From an optimization exercise on the open Yosys and OpenROAD flow, aimed at small area and a short achievable clock period; shortcuts taken in it are not production practice. In this exercise RTL edits were held to simulation tests only and were not proved equivalent to the original. Power figures rest on the tool's default switching activity, not on a simulated workload. The flow treats the clock pin as an ideal source, which a real chip does not have.

==> flow/design.v <==
module read_data_sink #(
    parameter int DATA_W     = 128,
    parameter int ID_W       = 4,
    parameter int BURST_LEN  = 100,
    parameter int NUM_BURSTS = 5,
    parameter int EXP_ID     = 0,
    parameter int FIFO_DEPTH = 16
) (
    input  logic                            clk,
    input  logic                            sys_rst_n,
    input  logic                            init_done,
    input  logic [DATA_W-1:0]               AXI_RDATA,
    input  logic [ID_W-1:0]                 AXI_RID,
    input  logic                            AXI_RLAST,
    input  logic [1:0]                      AXI_RRESP,
    input  logic                            AXI_RVALID,
    output logic                            AXI_RREADY,
    output logic [DATA_W-1:0]               m_data,
    output logic                            m_last,
    output logic                            m_valid,
    input  logic                            m_ready,
    output logic [$clog2(NUM_BURSTS+1)-1:0] burst_cnt,
    output logic [$clog2(BURST_LEN)-1:0]    beat_cnt,
    output logic                            err_last,
    output logic                            err_resp,
    output logic                            err_id,
    output logic                            rd_done
);
    localparam int BURST_W = $clog2(NUM_BURSTS+1);
    localparam int BEAT_W  = $clog2(BURST_LEN);
    localparam int CNT_W   = $clog2(FIFO_DEPTH) + 1;
    localparam int RAM_N   = FIFO_DEPTH - 1;
    localparam logic [1:0] IDLE_ST  = 2'b00;
    localparam logic [1:0] RUN_ST   = 2'b01;
    localparam logic [1:0] DRAIN_ST = 2'b10;
    localparam logic [1:0] DONE_ST  = 2'b11;
    localparam logic [BEAT_W-1:0]  BEAT_LAST   = BEAT_W'(BURST_LEN - 1);
    localparam logic [BURST_W-1:0] BURST_FINAL = BURST_W'(NUM_BURSTS - 1);
    localparam logic [BURST_W-1:0] BURST_MAX   = BURST_W'(NUM_BURSTS);
    localparam logic [CNT_W-1:0]   CNT_FULL    = CNT_W'(FIFO_DEPTH);
    localparam logic [ID_W-1:0]    EXP_ID_V    = ID_W'(EXP_ID);
    localparam logic [1:0]         RESP_OKAY   = 2'b00;
    logic [1:0]          state_r, state_nxt_s;
    logic [CNT_W-1:0]    cnt_r, cnt_nxt_s;
    logic [BEAT_W-1:0]   beat_cnt_r;
    logic [BURST_W-1:0]  burst_cnt_r;
    logic                err_last_r, err_resp_r, err_id_r;
    logic                rd_done_r;
    logic                rready_r;
    logic                valid_r;
    logic                last_r;
    logic                head_in_r;       
    logic [RAM_N-1:0]    wr_oh_r;         
    logic [RAM_N-1:0]    rd_oh_r;         
    logic [DATA_W-1:0]   head_r;
    logic [DATA_W-1:0]   ram_r [RAM_N];
    logic [DATA_W-1:0]   head_d_s;
    logic srst_s, acc_s, pop_s, last_flag_s, final_beat_s;
    logic ram_push_s, ram_pop_s;
    logic eq0_s, eq1_s, c0_s, c1_s;
    assign srst_s       = !init_done;
    assign acc_s        = AXI_RVALID && rready_r;
    assign pop_s        = m_ready && !c0_s;
    assign last_flag_s  = (beat_cnt_r == BEAT_LAST);
    assign final_beat_s = acc_s && last_flag_s && (burst_cnt_r == BURST_FINAL);
    assign c0_s         = (cnt_r == '0);    
    assign c1_s         = (cnt_r == CNT_W'(1));
    logic st_idle_s, st_run_s, st_drain_s, st_done_s;
    logic fb_arm_s;       
    logic full_s, c15_s, c2_s;
    logic up_s, dn_s;
    logic [CNT_W-1:0] cnt_inc_s, cnt_dec_s;
    assign st_idle_s  = (state_r == IDLE_ST);
    assign st_run_s   = (state_r == RUN_ST);
    assign st_drain_s = (state_r == DRAIN_ST);
    assign st_done_s  = (state_r == DONE_ST);
    assign fb_arm_s   = last_flag_s && (burst_cnt_r == BURST_FINAL);
    assign full_s     = cnt_r[CNT_W-1];
    assign c15_s      = (cnt_r == CNT_W'(FIFO_DEPTH - 1));
    assign c2_s       = (cnt_r == CNT_W'(2));
    assign up_s       = acc_s && !pop_s;
    assign dn_s       = pop_s && !acc_s;
    assign cnt_inc_s  = cnt_r + CNT_W'(1);
    assign cnt_dec_s  = cnt_r - CNT_W'(1);
    always_comb begin
        state_nxt_s = state_r;
        if (srst_s) begin
            state_nxt_s = IDLE_ST;
        end else begin
            case (state_r)
                IDLE_ST:  state_nxt_s = RUN_ST;
                RUN_ST:   state_nxt_s = final_beat_s ? DRAIN_ST : RUN_ST;
                DRAIN_ST: state_nxt_s = c0_s ? DONE_ST : DRAIN_ST;
                DONE_ST:  state_nxt_s = DONE_ST;
                default:  state_nxt_s = IDLE_ST;
            endcase
        end
    end
    always_comb begin
        if (srst_s)
            cnt_nxt_s = '0;
        else if (up_s)
            cnt_nxt_s = cnt_inc_s;
        else if (dn_s)
            cnt_nxt_s = cnt_dec_s;
        else
            cnt_nxt_s = cnt_r;
    end
    assign eq0_s = ({2'b00, cnt_r} == beat_cnt_r + BEAT_W'(1));
    assign eq1_s = ({2'b00, cnt_r} == beat_cnt_r + BEAT_W'(2));
    logic run_nxt_s, full_nxt_s, valid_nxt_s, head_in_nxt_s;
    assign run_nxt_s     = st_idle_s || (st_run_s && !(acc_s && fb_arm_s));
    assign full_nxt_s    = (full_s && !pop_s) || (c15_s && up_s);
    assign valid_nxt_s   = acc_s || (!c0_s && !(pop_s && c1_s));
    assign head_in_nxt_s = c0_s || (c1_s && !up_s) || (c2_s && dn_s);
    always_ff @(posedge clk or negedge sys_rst_n) begin
        if (!sys_rst_n) begin
            state_r   <= IDLE_ST;
            rd_done_r <= 1'b0;
            cnt_r     <= '0;
            rready_r  <= 1'b0;
            valid_r   <= 1'b0;
            head_in_r <= 1'b1;
            last_r    <= 1'b0;
        end else begin
            state_r   <= state_nxt_s;
            cnt_r     <= cnt_nxt_s;
            rd_done_r <= !srst_s && (st_done_s || (st_drain_s && c0_s));
            rready_r  <= !srst_s && run_nxt_s && !full_nxt_s;
            valid_r   <= !srst_s && valid_nxt_s;
            head_in_r <= srst_s || head_in_nxt_s;
            if (pop_s)
                last_r <= eq1_s || (acc_s && last_flag_s && c1_s);
            else
                last_r <= eq0_s || (acc_s && last_flag_s && c0_s);
        end
    end
    assign ram_push_s = acc_s && !(c0_s || (c1_s && pop_s));
    assign ram_pop_s  = pop_s && !head_in_r;
    always_ff @(posedge clk or negedge sys_rst_n) begin
        if (!sys_rst_n) begin
            wr_oh_r <= RAM_N'(1);
            rd_oh_r <= RAM_N'(1);
        end else if (srst_s) begin
            wr_oh_r <= RAM_N'(1);
            rd_oh_r <= RAM_N'(1);
        end else begin
            if (full_nxt_s)
                wr_oh_r <= '0;
            else if (full_s)
                wr_oh_r <= rd_oh_r;
            else if (ram_push_s)
                wr_oh_r <= {wr_oh_r[RAM_N-2:0], wr_oh_r[RAM_N-1]};
            if (ram_pop_s)
                rd_oh_r <= {rd_oh_r[RAM_N-2:0], rd_oh_r[RAM_N-1]};
        end
    end
    for (genvar k = 0; k < RAM_N; k++) begin : g_ram
        always_ff @(posedge clk) begin
            if (wr_oh_r[k])
                ram_r[k] <= AXI_RDATA;
        end
    end
    logic              hold_s, ld_in_s, ld_ram_s;
    logic [DATA_W-1:0] ram_rd_s;
    assign hold_s   = !c0_s && !m_ready;
    assign ld_in_s  = head_in_r && !hold_s;
    assign ld_ram_s = !head_in_r && m_ready;
    always_comb begin
        ram_rd_s = '0;
        for (int k = 0; k < RAM_N; k++)
            ram_rd_s = ram_rd_s | (ram_r[k] & {DATA_W{rd_oh_r[k]}});
    end
    assign head_d_s = (head_r & {DATA_W{hold_s}}) | (AXI_RDATA & {DATA_W{ld_in_s}}) |
                      (ram_rd_s & {DATA_W{ld_ram_s}});
    always_ff @(posedge clk) begin
        head_r <= head_d_s;
    end
    always_ff @(posedge clk or negedge sys_rst_n) begin
        if (!sys_rst_n) begin
            beat_cnt_r  <= {BEAT_W{1'b0}};
            burst_cnt_r <= {BURST_W{1'b0}};
        end else if (srst_s) begin
            beat_cnt_r  <= {BEAT_W{1'b0}};
            burst_cnt_r <= {BURST_W{1'b0}};
        end else if (acc_s) begin
            if (last_flag_s) begin
                beat_cnt_r <= {BEAT_W{1'b0}};
                if (burst_cnt_r < BURST_MAX) begin
                    burst_cnt_r <= burst_cnt_r + BURST_W'(1);
                end
            end else begin
                beat_cnt_r <= beat_cnt_r + BEAT_W'(1);
            end
        end
    end
    always_ff @(posedge clk or negedge sys_rst_n) begin
        if (!sys_rst_n) begin
            err_last_r <= 1'b0;
            err_resp_r <= 1'b0;
            err_id_r   <= 1'b0;
        end else if (srst_s) begin
            err_last_r <= 1'b0;
            err_resp_r <= 1'b0;
            err_id_r   <= 1'b0;
        end else if (acc_s) begin
            if (AXI_RLAST != last_flag_s) begin
                err_last_r <= 1'b1;
            end
            if (AXI_RRESP != RESP_OKAY) begin
                err_resp_r <= 1'b1;
            end
            if (AXI_RID != EXP_ID_V) begin
                err_id_r <= 1'b1;
            end
        end
    end
    assign AXI_RREADY = rready_r;
    assign m_valid    = valid_r;
    assign m_data     = head_r;
    assign m_last     = last_r;
    assign burst_cnt  = burst_cnt_r;
    assign beat_cnt   = beat_cnt_r;
    assign err_last   = err_last_r;
    assign err_resp   = err_resp_r;
    assign err_id     = err_id_r;
    assign rd_done    = rd_done_r;
endmodule
==> flow/flow/run.sh <==
#!/bin/bash
# Standard ORFS layout (the standard.sh, unchanged synthesis) with three changes:
#  - port buffers are buf_2 instead of the default delay-buffer choice,
#  - CTS without dummy loads, with sink clusters of up to 30 flops within 80 um.
# The make/ORFS output goes to flow_make.log in the work folder; ORFS keeps its
# per-step logs under orfs/logs/.
set -euo pipefail
bash standard.sh finish \
  "BUFFER_PORTS_ARGS=-buffer_cell sky130_fd_sc_hd__buf_2" \
  "CTS_ARGS=-sink_clustering_enable -repair_clock_nets -dont_use_dummy_load -sink_clustering_size 30 -sink_clustering_max_diameter 80" \
  > flow_make.log 2>&1
==> flow/standard.sh <==
#!/bin/bash
# synth_recipe.tcl (not shown) runs the flow's synth.tcl, then flattens the netlist and writes it again
# the make line also repeats each setting of config.mk as NAME=value (left out here)
make -C /OpenROAD-flow-scripts/flow DESIGN_CONFIG=/design/flow/config.mk WORK_HOME=/design/flow/orfs CLKGATE_MAP_FILE= SYNTH_SCRIPT=/design/flow/synth_recipe.tcl "${@:-finish}"
==> flow/config.mk <==
export PLATFORM = sky130hd
export DESIGN_NAME = read_data_sink
export DESIGN_NICKNAME = read_data_sink
export VERILOG_FILES = /design/flow/design.v
export SDC_FILE = /design/flow/constraint.sdc
export NUM_CORES = 4
export LEC_CHECK = 0
export CAP_MARGIN = 20
export CORE_MARGIN = 2
export CORE_UTILIZATION = 70
export CTS_CLUSTER_DIAMETER = 80
export CTS_CLUSTER_SIZE = 30
export SETUP_SLACK_MARGIN = 2.4
export SLEW_MARGIN = 20
==> flow/constraint.sdc <==
create_clock -name core_clock -period 4.5 [get_ports {clk}]
set_input_delay 0.9000 -clock core_clock [delete_from_list [all_inputs] [get_ports {clk}]]
set_output_delay 0.9000 -clock core_clock [all_outputs]
set_load 0.01 [all_outputs]
==> impl_results.md, run 1 <==
- Critical-path cell list: buf_6
- Worst Tran Pin Value: 1140 ps
- Cells after Synth: 4311
- Port Buf Inserts: 284
- Setup TNS: 0 ps
- CTS clock-pin slew for the worst setup and hold paths: 110 ps
- GRT Total Usage: 39.3%
- FILL cells: 5909
- Cell Area, Synth: 0.0753 mm^2
- Max-slew headroom: 23.7%
- Dpl hpwl: 101000 um
- Bufs on Longest Clock Path: 3
- Peak Freq: 466 MHz
- Remaining DRCs: 0
- WL per Instance: 36.9 um
- Register area share after synthesis: 81.8%
- Vias in the first global route: 43400
- CTS Hold Bufs: 0
- PD cells: 457 mW/mm^2
- Worst r2r path cells: 5
- RR Endpoint: head_r[104]
- TritonCTS buffer count: 80
- Most common cell after layout, fill and taps aside: edfxtp_1
- TritonCTS clock tree: done
- EDFF count, synth: 1920
- Detail Route Antenna Nets: 0
- Post-synthesis async set-or-reset flop share: 2.62%
- Die extent in y: 332 um
- Die Area: 0.110 mm^2
- Fin. Hold Viols: 0
- Worst Skew: 64.5 ps
- R2R Path Start: rd_oh_r[14]
- Net Count, Synth: 4460
- Vias: 45500
- Total of max-cap violations: 0
- Final setup fails: 0
- Pre-antenna DRT Iters: 6
- Overall power: 38.0 mW
- CP arrival: 1240 ps
- Row Count: 120
- Worst Path Buf+Inv: 1
- RSZ-0062 raised after global routing: true
- Layout cell share with drive strength beyond 1: 17.0%
- Most frequent cells in the layout: edfxtp_1, a22oi_1, nand3_1, buf_2, nand2_1
- Reg2reg setup slack: 2360 ps
- GR met3 Demand/Resource: 6.22%
- Wire length of the first global-routing pass: 308000 um
- Met2 usage: 63.1%
- Root Buffer: clkbuf_16
- CP Capture Type: output pin
- Status: no timing/DRC/antenna violations
- Hold Path Class: in -> async
- Initial Util: 70.4%
- Die Wd: 332 um
- Area Overhead vs Synth: 10.4%
- Clock Latency Late Sink: 710 ps
- Via-to-Cell Ratio: 7.60
- Startpoint types: register
- Fin area: 0.0831 mm^2
- Initial antenna violation count: 30
- CP max-delay cell: dfrtp_2
- Worst EP required: 3600 ps
- Final Core Density: 77.8%
- I/O pin count: 285
- Crit path largest cell delay: 440 ps
- Period utilization: 47.7%
- H-tree depth: 3
- Largest net degree at the start of global routing: 93
- Static Leakage: 26.4 nW
- Worst VDD drop: 0.000373 V
- Total core area: 0.107 mm^2
- Gr ovfl total: 0
- Tmin final: 2140 ps
- Nets: 4723
- Worst-path maximum fanout: 2
- Synth Area per Inst: 17.5 um^2
- Dpl cell area: 0.0787 mm^2
- Top delay family on crit path: flip-flops
- GPL Wtd Cong: 0.790
- DR iter-0 viols: 8134
- Number of library cell types mapped by synthesis: 60
- Critical path type: reg -> out
- Synth Warn #: 2
- Total clock sinks: 2103
- Top Usage Layer GRT: met2
- Met1 usage in global routing: 56.3%
- Register bit total from synthesis: 2103
- Final Max Slew Viols: 0
- Routed WL: 221000 um
- Ys flop type: edfxtp_1
-- worst max-delay path by stage --
stage                        from     endpoint  depth (start not counted)
finish              beat_cnt_r[1]  beat_cnt[1]                          1
global route             cnt_r[0]  head_r[109]                          8
CTS                 beat_cnt_r[1]  beat_cnt[1]                          1
detailed placement       cnt_r[4]   wr_oh_r[2]                          7
global placement         cnt_r[4]   wr_oh_r[0]                          7
floorplan              AXI_RVALID   wr_oh_r[6]                          7
-- cells in the mapped netlist (3+ instances only) --
| library cell | count | share of area, % |
|---|---|---|
| a21oi_1 | 32 | 0.21 |
| a222oi_1 | 128 | 1.7 |
| a22oi_1 | 783 | 7.8 |
| a311oi_1 | 3 | 0.035 |
| and2_1 | 4 | 0.033 |
| buf_1 | 15 | 0.075 |
| buf_2 | 18 | 0.12 |
| buf_6 | 4 | 0.060 |
| clkbuf_1 | 274 | 1.4 |
| dfrtp_1 | 52 | 1.7 |
| dfstp_2 | 3 | 0.10 |
| dfxtp_1 | 128 | 3.4 |
| edfxtp_1 | 1920 | 77 |
| ha_1 | 9 | 0.15 |
| inv_1 | 11 | 0.055 |
| nand2_1 | 155 | 0.77 |
| nand2b_1 | 3 | 0.025 |
| nand3_1 | 387 | 2.6 |
| nand4_1 | 131 | 1.1 |
| nor2_1 | 14 | 0.070 |
| nor2b_1 | 3 | 0.025 |
| nor3_1 | 5 | 0.033 |
| o211ai_1 | 3 | 0.030 |
| o21ai_0 | 153 | 1.0 |
| o2bb2ai_1 | 4 | 0.047 |
| o2bb2ai_2 | 9 | 0.18 |
| o31ai_1 | 4 | 0.040 |
| xnor2_1 | 10 | 0.12 |
| xor2_1 | 6 | 0.070 |
-- layer usage --
metal,vias to the layer above,share of wire (%),wire length [um]
li1,18200,-,-
met1,23100,35,76500
met2,3797,48,105000
met3,446,14,30700
met4,22,3.9,8590
met5,-,0.071,158
-- worst register-to-register path: cells and delay by family (launching register included) --
kind            cells  cell delay, ps
flops               1             770
simple gates        2             250
compound gates      2             710
buf+inv             1             320
-- cell type report --
| type | count | area, um^2 | area share, % |
|---|---|---|---|
| multi-input combinational | 1888 | 12600 | 15.2 |
| timing repair inverter | 1 | 5.00 | 0.00602 |
| tap | 1403 | 1760 | 2.11 |
| antenna | 17 | 42.5 | 0.0512 |
| clock buffer | 80 | 2000 | 2.41 |
| timing repair buffer | 489 | 4720 | 5.67 |
| sequential | 2103 | 62000 | 74.5 |
| inverter | 11 | 47.5 | 0.0572 |
-- report_power, final --
part	total, mW	internal (mW)	switching [mW]
Combinational	6.07	2.45	3.63
Clock	8.60	3.22	5.38
Sequential	23.3	22.5	0.872
Total	38.0	28.1	9.87
-- sequential cells by signal, indices dropped and copies added, names as in the netlist, 2 cells and up --
| name | flops |
|---|---|
| state_r | 2 |
| rd_oh_r | 15 |
| cnt_r | 5 |
| burst_cnt_r | 3 |
| ram_r | 1920 |
| wr_oh_r | 15 |
| beat_cnt_r | 7 |
| head_r | 128 |
-- through the flow --
step	hold slack, ps	setup slack, ps	std cells
2_1_floorplan	482	2370	4311
3_3_place_gp	428	1840	5790
3_5_place_dp	434	1740	5790
4_1_cts	339	2330	5935
5_1_grt	398	2320	5987
6_report	358	2360	5992
-- logic make-up (layout without fill, tap and decap cells) --
group / count (synthesis) / after routing / share of synthesized area (%)
flops: 2103 / 2103 / 81.8
compound gates: 1135 / 1135 / 11.3
simple gates: 720 / 723 / 4.82
buf+inv: 323 / 581 / 1.68
xor+xnor: 16 / 16 / 0.186
fa+ha+maj: 11 / 11 / 0.176
mux: 3 / 3 / 0.0415
other cells: 0 / 17 / 0
-- repair_timing --
action,in CTS,in global routing
gates cloned,6,6
gates resized for setup,271,73
pin swaps,4,10
endpoints found under the setup margin,341,288
buffers inserted,59,34
==> inputs of run 2 (changes only) <==
--- a/flow/config.mk
+++ b/flow/config.mk
@@ -12,3 +12,4 @@
 export CTS_CLUSTER_SIZE = 30
 export SETUP_SLACK_MARGIN = 2.4
 export SLEW_MARGIN = 20
+export TNS_END_PERCENT = 30
==> run 2 against run 1 <==
Highest routed layer unchanged. Critical endpoint is now m_data[115]. Hold slack better by 1.1 ps. Core utilization is 0.95 points lower. Cell count is 0.27% lower. Global-route usage is 0.20 points lower. Largest cell class unchanged. Area after synthesis stayed put. Count of clock-buffer cells in the layout stayed put.
==> impl_results.md, run 2 <==
- Port Buf Inserts: 284 (unchanged)
- Initial Util: 70.4% (unchanged)
- EDFF count, synth: 1920 (unchanged)
- Synth Area per Inst: 17.5 um^2 (unchanged)
- Setup TNS: 0 ps (unchanged)
- Met1 usage in global routing: 55.5% (-0.73 points)
- Total clock sinks: 2103 (unchanged)
- Root Buffer: clkbuf_16
- Vias in the first global route: 43200 (-0.46%)
- Startpoint types: register
- WL per Instance: 36.8 um (-0.24%)
- Die Wd: 332 um (unchanged)
- Largest regs: ram_r (1920), head_r (128)
- Hold Path Class: in -> async
- Met2 usage: 62.6% (-0.49 points)
- Via-to-Cell Ratio: 7.61 (about the same)
- I/O pin count: 285 (unchanged)
- Most common cell after layout, fill and taps aside: edfxtp_1
- Leading area contributor after synthesis: edfxtp_1
- Initial antenna violation count: 30 (unchanged)
- GPL Wtd Cong: 0.790 (unchanged)
- Clock Latency Late Sink: 710 ps (about the same)
- Top reg by flops: ram_r
- Most frequent cells in the layout: edfxtp_1, a22oi_1, nand3_1, buf_2, nand2_1
- Static Leakage: 26.1 nW (-1.1%)
- Post-synthesis async set-or-reset flop share: 2.62% (unchanged)
- Cell Count, Final, Fillers Out: 5976 (-0.27%)
- Detail Route Antenna Nets: 0 (unchanged)
- Row Count: 120 (unchanged)
- Peak Freq: 460 MHz (-1.3%)
- Synth top area share: 76.6% (unchanged)
- Worst VDD drop: 0.000383 V (+2.8%)
- H-tree depth: 3 (unchanged)
- Dpl cells: 5790 (unchanged)
- Routed WL: 220000 um (-0.50%)
- GRT Total Usage: 39.1% (-0.20 points)
- TritonCTS buffer count: 80 (unchanged)
- Top delay family on crit path: flip-flops
- RSZ-0062 raised after global routing: true
- Crit path largest cell delay: 360 ps (-80 ps)
- Top Usage Layer GRT: met2
- Critical-path cell list: buf_2
- Gr ovfl total: 0 (unchanged)
- Pre-antenna DRT Iters: 8 (+2)
- CTS Hold Bufs: 0 (unchanged)
- Remaining DRCs: 0 (unchanged)
- Worst EP required: 3600 ps (about the same)
- CTS clock-pin slew for the worst setup and hold paths: 110 ps (about the same)
- Nets: 4710 (-0.28%)
- Worst r2r path cells: 5 (unchanged)
- Largest net degree at the start of global routing: 93 (unchanged)
- Number of library cell types mapped by synthesis: 60 (unchanged)
- PD cells: 452 mW/mm^2 (-1.2%)
- Most numerous cell in the Yosys netlist: edfxtp_1
- Cell Area, Synth: 0.0753 mm^2 (unchanged)
- Vias: 45500 (-0.17%)
- Stages on the worst setup path: 1 (unchanged)
- Worst Path Buf+Inv: 1 (unchanged)
- Register bit total from synthesis: 2103 (unchanged)
- Period utilization: 48.3% (+0.63 points)
- GR met3 Demand/Resource: 6.87% (+0.65 points)
- Final Max Slew Viols: 0 (unchanged)
- CP max-delay cell: dfxtp_1
- Die Area: 0.110 mm^2 (unchanged)
- Status: no timing/DRC/antenna violations
- Bufs on Longest Clock Path: 3 (unchanged)
- Net Count, Synth: 4460 (unchanged)
- Die extent in y: 332 um (unchanged)
- DR iter-0 viols: 8360 (+2.8%)
- Worst Tran Pin Value: 1140 ps (-0.789 ps)
- Total core area: 0.107 mm^2 (unchanged)
- CP Capture Type: output pin
- Synth Warn #: 2 (unchanged)
- TritonCTS clock tree: done
- Worst Skew: 66.4 ps (+1.91 ps)
- Ys flop type: edfxtp_1
- Max-slew headroom: 23.7% (+0.053 points)
- Wire length of the first global-routing pass: 306000 um (-0.52%)
- Layout cell share with drive strength beyond 1: 14.6% (-2.3 points)
- CP arrival: 1270 ps (+30 ps)
- Max reg flops: 1920 (unchanged)
- FILL cells: 6036 (+2.1%)
- Critical path type: reg -> out
- Area Overhead vs Synth: 9.09%
- Worst-path maximum fanout: 2 (unchanged)
- Register area share after synthesis: 81.8% (unchanged)
- Tmin final: 2170 ps (+28.2 ps)
- Overall power: 37.1 mW (-2.4%)
- Final setup fails: 0 (unchanged)
- Dominant cells by area after synthesis: edfxtp_1, a22oi_1, dfxtp_1, nand3_1, dfrtp_1
- Total of max-cap violations: 0 (unchanged)
- Fin. Hold Viols: 0 (unchanged)
- Cells after Synth: 4311 (unchanged)
- Most frequent cells after synthesis: edfxtp_1, a22oi_1, nand3_1
- Dpl hpwl: 101000 um (unchanged)
==> run 2: cell counts after synthesis <==
No cell type changed its count.
==> run 2: path summary, 6_finish.rpt <==
kind / start / to / slack, ps
setup reg to reg: rd_oh_r[13] / head_r[13] / 2390
hold / removal: sys_rst_n / wr_oh_r[14] / 360
setup / recovery: head_r[115] / m_data[115] / 2330
hold reg to reg: head_r[56] / head_r[56] / 460
max in group asynchronous: sys_rst_n / rd_oh_r[14] / 3560
min in group core_clock: head_r[56] / head_r[56] / 460
==> run 2: cell type report <==
type	instances	area [um^2]	area share (%)
Clock buffer	80	2000	2.44
Tap cell	1403	1760	2.14
Timing Repair Buffer	476	3920	4.77
Timing Repair inverter	1	5.00	0.00609
Sequential cell	2103	61800	75.2
Inverter	11	47.5	0.0579
Multi-Input combinational cell	1888	12600	15.3
Antenna cell	14	35.0	0.0427
==> run 2: stage by stage <==
step                setup WS, ps  util (%)  hold WS [ps]  instance area, um^2
floorplan                   2370         -           482                75400
global placement            1840      73.6           428                78700
detailed placement          1740      73.6           434                78700
CTS                         2300      76.3           339                81500
global route                2280      76.8           400                82100
finish                      2330      76.8           359                82100
==> run 2: cell families after synthesis <==
group           after synthesis  synth area share (%)
buf+inv                     323                  1.68
flops                      2103                  81.8
xor+xnor                     16                 0.186
mux                           3                0.0415
fa+ha+maj                    11                 0.176
compound gates             1135                  11.3
simple gates                720                  4.82
==> run 2: metal layers <==
layer | share of wire (%) | routed length, um
met1 | 34 | 75800
met2 | 48 | 105000
met3 | 14 | 30800
met4 | 3.8 | 8430
met5 | 0.067 | 147
==> run 2: power breakdown <==
part	switching, mW	internal [mW]
registers	0.774	22.3
logic	3.56	1.86
clock network	5.37	3.22
total	9.71	27.4
==> run 2: repair_timing <==
action | CTS | global route
buffers inserted | 51 | 29
resized for setup | 52 | 38
cloned | 6 | 6
endpoints found under the setup margin | 341 | 333
pin swaps | 4 | 3
==> inputs of run 3 (changes only) <==
--- a/flow/config.mk
+++ b/flow/config.mk
@@ -12,4 +12,4 @@
 export CTS_CLUSTER_SIZE = 30
 export SETUP_SLACK_MARGIN = 2.4
 export SLEW_MARGIN = 20
-export TNS_END_PERCENT = 30
+export TNS_END_PERCENT = 50
==> run 3 against run 2 <==
Cell count is 0.10% higher. First-iteration DRC count rose by 4.2%. Hold slack improved by 1.4 ps. Critical endpoint is now m_data[101]. Synthesized cell count stayed put. Largest cell class unchanged. Global-route usage about the same.
==> impl_results.md, run 3 <==
- Synth Area in Compound Gates: 11.3% (unchanged)
- Detail Route Antenna Nets: 0 (unchanged)
- Net Count, Synth: 4460 (unchanged)
- Vias in the first global route: 43300 (+0.17%)
- Initial antenna violation count: 29 (-3.3%)
- Worst Path Buf+Inv: 1 (unchanged)
- Largest regs: ram_r (1920), head_r (128)
- PD cells: 453 mW/mm^2 (+0.33%)
- Vias: 45600 (+0.26%)
- Static Leakage: 26.2 nW (+0.31%)
- Critical-path cell list: buf_2
- Synth Warn #: 2 (unchanged)
- Clock Latency Late Sink: 710 ps (about the same)
- Dominant cells by area after synthesis: edfxtp_1, a22oi_1, dfxtp_1, nand3_1, dfrtp_1
- GRT Total Usage: 39.1% (about the same)
- Total of max-cap violations: 0 (unchanged)
- Remaining DRCs: 0 (unchanged)
- Worst Tran Pin Value: 1170 ps (+28.0 ps)
- Critical path type: reg -> out
- Synth top area share: 76.6% (unchanged)
- Gr ovfl total: 0 (unchanged)
- CTS Hold Bufs: 0 (unchanged)
- Die Wd: 332 um (unchanged)
- Fin. Hold Viols: 0 (unchanged)
- Adder-Cell Fraction of Synth Area: 0.176% (unchanged)
- Tmin final: 2160 ps (-14.8 ps)
- Top delay family on crit path: flip-flops
- Most frequent cells in the layout: edfxtp_1, a22oi_1, nand3_1, buf_2, nand2_1
- Setup TNS: 0 ps (unchanged)
- FILL cells: 5993 (-0.71%)
- Via-to-Cell Ratio: 7.62 (+0.15%)
- Initial Util: 70.4% (unchanged)
- I/O pin count: 285 (unchanged)
- Final setup fails: 0 (unchanged)
- Layout cell share with drive strength beyond 1: 15.0% (+0.39 points)
- Number of library cell types mapped by synthesis: 60 (unchanged)
- H-tree depth: 3 (unchanged)
- Routed WL: 221000 um (+0.19%)
- Leading area contributor after synthesis: edfxtp_1
- Cell Area, Synth: 0.0753 mm^2 (unchanged)
- Cells after Synth: 4311 (unchanged)
- Crit path largest cell delay: 400 ps (+40 ps)
- Post-synthesis async set-or-reset flop share: 2.62% (unchanged)
- Max reg flops: 1920 (unchanged)
- Register bit total from synthesis: 2103 (unchanged)
- Most common cell after layout, fill and taps aside: edfxtp_1
- CTS clock-pin slew for the worst setup and hold paths: 110 ps (about the same)
- Bufs on Longest Clock Path: 3 (unchanged)
- Dpl hpwl: 101000 um (unchanged)
- Most frequent cells after synthesis: edfxtp_1, a22oi_1, nand3_1
- Ys flop type: edfxtp_1
- EDFF count, synth: 1920 (unchanged)
- RSZ-0062 raised after global routing: true
- Peak Freq: 463 MHz (+0.68%)
- Die Area: 0.110 mm^2 (unchanged)
- Total core area: 0.107 mm^2 (unchanged)
- Die extent in y: 332 um (unchanged)
- Pre-antenna DRT Iters: 9 (+1)
- TritonCTS buffer count: 80 (unchanged)
- Port Buf Inserts: 284 (unchanged)
- Area Overhead vs Synth: 9.54%
- Main combinational cell family by area after synthesis: compound AO/OA/AOI/OAI gates
- Final Max Slew Viols: 0 (unchanged)
- CP max-delay cell: dfxtp_1
- Max-slew headroom: 21.9% (-1.9 points)
- Total clock sinks: 2103 (unchanged)
- Startpoint types: register
- TritonCTS clock tree: done
- Worst EP required: 3600 ps (about the same)
- Simple-gate share of the synthesized area: 4.82% (unchanged)
- Mux cell area share after synthesis: 0.0415% (unchanged)
- WL per Instance: 36.9 um (about the same)
- Row Count: 120 (unchanged)
- Worst-path maximum fanout: 2 (unchanged)
- CP Capture Type: output pin
- Wire length of the first global-routing pass: 307000 um (about the same)
- CP arrival: 1260 ps (about the same)
- Synth Area in XOR/XNOR: 0.186% (unchanged)
- Final Core Density: 77.1% (+0.32 points)
- Top reg by flops: ram_r
- Largest net degree at the start of global routing: 93 (unchanged)
- Period utilization: 48.0% (-0.33 points)
- Nets: 4712 (+0.042%)
- Most numerous cell in the Yosys netlist: edfxtp_1
- Worst Skew: 65.3 ps (-1.10 ps)
- DR iter-0 viols: 8708 (+4.2%)
- Hold Path Class: in -> async
- GPL Wtd Cong: 0.790 (unchanged)
- Root Buffer: clkbuf_16
- Status: no timing/DRC/antenna violations
- Synth Area per Inst: 17.5 um^2 (unchanged)
- Register area share after synthesis: 81.8% (unchanged)
- Worst VDD drop: 0.000380 V (-0.86%)
## run 3: worst reg2reg max path, delay by kind of cell, from the launching register on
family	cells	cell delay (ps)
AND/OR/NAND/NOR	4	720
adder cells (fa/ha/maj)	1	180
buffers and inverters	4	690
flip-flops	1	460
## run 3: worst paths after layout
kind | slack (ps) | end | cells past startpoint | startpoint
max | 2340 | m_data[101] | 1 | head_r[101]
min | 360 | wr_oh_r[7] | 2 | sys_rst_n
max reg2reg | 2380 | head_r[79] | 9 | cnt_r[1]
min reg2reg | 460 | head_r[56] | 2 | head_r[56]
max in group asynchronous | 3560 | rd_oh_r[14] | 2 | sys_rst_n
min in group core_clock | 460 | head_r[56] | 2 | head_r[56]
## run 3: power by group
| part | internal (mW) | switching [mW] | total [mW] |
|---|---|---|---|
| sequential | 22.4 | 0.807 | 23.2 |
| clock | 3.22 | 5.38 | 8.60 |
| combinational | 2.02 | 3.57 | 5.60 |
| total | 27.6 | 9.76 | 37.4 |
## run 3: timing repair
| action | in CTS | in global routing |
|---|---|---|
| hold endpoints to repair | 0 | 0 |
| pin swaps | 4 | 3 |
| setup endpoints to repair | 341 | 334 |
| gates resized for setup | 90 | 87 |
| cloned | 6 | 5 |
| buffers inserted | 51 | 32 |
## run 3: cells by family after synthesis
family	count (synthesis)
flops	2103
compound gates	1135
simple gates	720
buf+inv	323
xor+xnor	16
fa+ha+maj	11
mux	3
## run 3: metal layers
metal | track usage [%] | routed length [um]
met1 | 55.6 | 76700
met2 | 62.6 | 105000
met3 | 6.77 | 30300
met4 | 13.9 | 8160
met5 | 0 | 129
## run 3: final cells by class
class / instances / area (um^2) / share of cell area (%)
antenna: 18 / 45.0 / 0.0546
clock buffer: 80 / 2000 / 2.43
inverter: 11 / 47.5 / 0.0577
multi-input combinational: 1888 / 12600 / 15.3
sequential: 2103 / 61800 / 75.0
tap: 1403 / 1760 / 2.13
timing repair buffer: 478 / 4170 / 5.06
timing repair inverter: 1 / 5.00 / 0.00607
## run 3: stage by stage
stage | area (um^2) | power, mW | std cells | setup slack [ps] | hold slack (ps)
after floorplan | 75400 | 25.5 | 4311 | 2370 | 482
after global placement | 78700 | 27.8 | 5790 | 1840 | 428
after detailed placement | 78700 | 28.0 | 5790 | 1740 | 434
after CTS | 81700 | 36.7 | 5927 | 2300 | 339
after global routing | 82500 | 38.2 | 5976 | 2320 | 400
final | 82500 | 37.4 | 5982 | 2340 | 360
==> inputs of run 4 (changes only) <==
==> flow/flow/run.sh (replaced) <==
#!/bin/bash
# Standard ORFS layout (the standard.sh, unchanged synthesis) with three changes:
#  - port buffers are buf_2 instead of the default delay-buffer choice,
#  - CTS without dummy loads, with sink clusters of up to 30 flops within 60 um.
# The make/ORFS output goes to flow_make.log in the work folder; ORFS keeps its
# per-step logs under orfs/logs/.
set -euo pipefail
bash standard.sh finish \
  "BUFFER_PORTS_ARGS=-buffer_cell sky130_fd_sc_hd__buf_2" \
  "CTS_ARGS=-sink_clustering_enable -repair_clock_nets -dont_use_dummy_load -sink_clustering_size 30 -sink_clustering_max_diameter 60" \
  > flow_make.log 2>&1
--- a/flow/config.mk
+++ b/flow/config.mk
@@ -8,8 +8,7 @@
 export CAP_MARGIN = 20
 export CORE_MARGIN = 2
 export CORE_UTILIZATION = 70
-export CTS_CLUSTER_DIAMETER = 80
+export CTS_CLUSTER_DIAMETER = 60
 export CTS_CLUSTER_SIZE = 30
 export SETUP_SLACK_MARGIN = 2.4
 export SLEW_MARGIN = 20
-export TNS_END_PERCENT = 50
==> run 4 against run 3 <==
Still clean. Fmax fell by 1.1%. Sequential power about the same. Sequential cell count did not move. Clock skew fell by 12 ps. Global-route usage grew 0.75 points. Cell count increased by 1.2%. Count of clock-buffer cells in the layout increased by 57. Non-clock buffer count increased by 19. Area after synthesis stayed put. Highest routed layer unchanged.
==> impl_results.md, run 4 <==
- Detail Route Antenna Nets: 0 (unchanged)
- TritonCTS buffer count: 137 (+71%)
- Tmin final: 2180 ps (+23.2 ps)
- Remaining DRCs: 0 (unchanged)
- Net Count, Synth: 4460 (unchanged)
- Gr ovfl total: 0 (unchanged)
- FILL cells: 5609 (-6.4%)
- Ys flop type: edfxtp_1
- RSZ-0062 raised after global routing: true
- Nets: 4788 (+1.6%)
- Root Buffer: clkbuf_16
- Startpoint types: register
- Clock Latency Late Sink: 770 ps (+60 ps)
- Bufs on Longest Clock Path: 3 (unchanged)
- H-tree depth: 4 (+1)
- Max-slew headroom: 22.8% (+0.90 points)
- PD cells: 485 mW/mm^2 (+7.1%)
- DR iter-0 viols: 8602 (-1.2%)
- Peak Freq: 458 MHz (-1.1%)
- CP arrival: 1280 ps (+20 ps)
- Worst EP required: 3600 ps (about the same)
- Die Wd: 332 um (unchanged)
- Fin. Hold Viols: 0 (unchanged)
- Largest net degree at the start of global routing: 93 (unchanged)
- Max reg flops: 1920 (unchanged)
- Worst VDD drop: 0.000443 V (+16%)
- CP max-delay cell: dfrtp_2
- Critical-path cell list: buf_6
- Die Area: 0.110 mm^2 (unchanged)
- Critical path type: reg -> out
- Most common cell after layout, fill and taps aside: edfxtp_1
- Via-to-Cell Ratio: 7.66 (+0.56%)
- GPL Wtd Cong: 0.790 (unchanged)
- Leading area contributor after synthesis: edfxtp_1
- Place WS: 1740 ps (unchanged)
- Most frequent cells after synthesis: edfxtp_1, a22oi_1, nand3_1
- Crit path largest cell delay: 430 ps (+30 ps)
- TritonCTS clock tree: done
- Vias: 46400 (+1.8%)
- Dpl cell area: 0.0787 mm^2 (unchanged)
- Total of max-cap violations: 0 (unchanged)
- Dpl hpwl: 101000 um (unchanged)
- Layout cell share with drive strength beyond 1: 18.2% (+3.2 points)
- WL per Instance: 37.4 um (+1.6%)
- Synth top area share: 76.6% (unchanged)
- Most frequent cells in the layout: edfxtp_1, a22oi_1, nand3_1, nand2_1
- Setup TNS: 0 ps (unchanged)
- CTS Hold Bufs: 0 (unchanged)
- Total core area: 0.107 mm^2 (unchanged)
- Period utilization: 48.5% (+0.52 points)
- Pre-antenna DRT Iters: 8 (-1)
- Dpl cells: 5790 (unchanged)
- Synth Area per Inst: 17.5 um^2 (unchanged)
- Row Count: 120 (unchanged)
- Dominant cells by area after synthesis: edfxtp_1, a22oi_1, dfxtp_1, nand3_1, dfrtp_1
- Register bit total from synthesis: 2103 (unchanged)
- Number of library cell types mapped by synthesis: 60 (unchanged)
- Vias in the first global route: 44200 (+2.0%)
- Overall power: 41.2 mW (+10%)
- Top delay family on crit path: flip-flops
- Area Overhead vs Synth: 12.9%
- Worst Skew: 53.5 ps (-11.8 ps)
- Post-synthesis async set-or-reset flop share: 2.62% (unchanged)
- GRT Total Usage: 39.9% (+0.75 points)
- Worst-path maximum fanout: 3 (+1)
- Port Buf Inserts: 284 (unchanged)
- Fin worst setup slack: 2320 ps (-23.2 ps)
- Cell Count, Final, Fillers Out: 6053 (+1.2%)
- Hold Path Class: in -> async
- I/O pin count: 285 (unchanged)
- EDFF count, synth: 1920 (unchanged)
- Worst Path Buf+Inv: 1 (unchanged)
- Final setup fails: 0 (unchanged)
- Largest regs: ram_r (1920), head_r (128)
- Register area share after synthesis: 81.8% (unchanged)
- Status: no timing/DRC/antenna violations
- Top reg by flops: ram_r
- Fin area: 0.0850 mm^2 (+3.1%)
- Routed WL: 227000 um (+2.8%)
- Wire length of the first global-routing pass: 311000 um (+1.5%)
- Worst Tran Pin Value: 1160 ps (-13.5 ps)
- Die extent in y: 332 um (unchanged)
- Cell Area, Synth: 0.0753 mm^2 (unchanged)
- CTS clock-pin slew for the worst setup and hold paths: 70 ps (-40 ps)
- Initial Util: 70.4% (unchanged)
- Total clock sinks: 2103 (unchanged)
- Initial antenna violation count: 31 (+6.9%)
- CP Capture Type: output pin
- Cells after Synth: 4311 (unchanged)
- Synth Warn #: 2 (unchanged)
- Most numerous cell in the Yosys netlist: edfxtp_1
- Final Max Slew Viols: 0 (unchanged)
- Static Leakage: 27.3 nW (+4.1%)
run 4: cells by family after synthesis:
logic type / synth area share [%]
AO/OA/AOI/OAI: 11.3
XOR/XNOR: 0.186
adder cells (fa/ha/maj): 0.176
buffers and inverters: 1.68
flip-flops: 81.8
multiplexers: 0.0415
AND/OR/NAND/NOR: 4.82
run 4: per-stage QoR:
step	hold slack [ps]	utilization, %
2_1_floorplan	482	-
3_3_place_gp	428	73.6
3_5_place_dp	434	73.6
4_1_cts	292	78.8
5_1_grt	365	79.5
6_report	289	79.5
run 4: area by class of cell:
| type | instances | area, um^2 | area share (%) |
|---|---|---|---|
| tap | 1403 | 1760 | 2.07 |
| timing repair inverter | 1 | 5.00 | 0.00589 |
| inverter | 11 | 47.5 | 0.0559 |
| multi-input combinational | 1888 | 12600 | 14.8 |
| clock buffer | 137 | 3430 | 4.03 |
| sequential | 2103 | 62000 | 72.9 |
| timing repair buffer | 497 | 5160 | 6.07 |
| antenna | 13 | 32.5 | 0.0383 |
run 4: path summary, 6_finish.rpt:
check,cells after the start,slack [ps],to,start
setup reg to reg,5,2380,head_r[45],rd_oh_r[5]
setup / recovery,1,2320,beat_cnt[1],beat_cnt_r[1]
max in group asynchronous,2,3580,rd_oh_r[9],sys_rst_n
min in group core_clock,2,450,head_r[106],head_r[106]
hold reg to reg,2,450,head_r[106],head_r[106]
hold / removal,2,290,burst_cnt_r[2],sys_rst_n
run 4: power breakdown:
| group | internal (mW) | total, mW | leakage (nW) | switching [mW] |
|---|---|---|---|---|
| registers | 22.5 | 23.4 | 19.2 | 0.919 |
| clock network | 5.39 | 11.2 | 1.69 | 5.82 |
| logic | 2.80 | 6.63 | 6.44 | 3.83 |
| total | 30.7 | 41.2 | 27.3 | 10.6 |
run 4: metal layers:
layer | vias up | part of all wire [%] | global-route usage (%)
li1 | 18400 | - | -
met1 | 23400 | 34 | 55.9
met2 | 4040 | 47 | 63.2
met3 | 597 | 15 | 7.70
met4 | 24 | 4.4 | 15.9
met5 | - | 0.062 | 0
run 4: repair_timing:
| action | 4_1_cts | 5_1_grt |
|---|---|---|
| gates cloned | 7 | 12 |
| setup buffers | 67 | 27 |
| pin swaps | 5 | 15 |
| endpoints found under the setup margin | 363 | 308 |
| gates resized for setup | 335 | 47 |

-- afterwards: timing with drivers on the ports --
In the flow no input, the clock included, has a driving cell. The finished layouts below were timed again as built, in two steps. Step 1 (the two cells are an assumption about what drives the block):
set clk [get_ports {clk}]
set_driving_cell -lib_cell sky130_fd_sc_hd__clkbuf_16 $clk
set_driving_cell -lib_cell sky130_fd_sc_hd__buf_2 [delete_from_list [all_inputs] $clk]
Step 2 adds t to the input delays and takes it off the output delays; t is the mean of the earliest and latest rising clock arrival at the registers after step 1. Input paths then give back, and output paths get back, about the clock's delay inside the block. Three values: ideal ports, drivers, drivers and shift; two values: the first two.
| run | t (ns) | setup WS [ns] | clock arrival spread, ns | worst slew at a driven data input, ns |
|---|---|---|---|---|
| run 1 | 0.757 | 2.355 / 2.276 / 1.913 | 0.066 / 0.066 | 0.18 |
| run 2 | 0.758 | 2.327 / 2.243 / 1.939 | 0.066 / 0.066 | 0.16 |
| run 3 | 0.762 | 2.342 / 2.258 / 1.950 | 0.065 / 0.065 | 0.16 |
| run 4 | 0.814 | 2.318 / 2.239 / 1.886 | 0.065 / 0.065 | 0.16 |
After both steps every run listed still meets setup and hold. The setup slack of run 1, which loses most, moves by -0.079 ns with the drivers and by -0.442 ns with both steps.
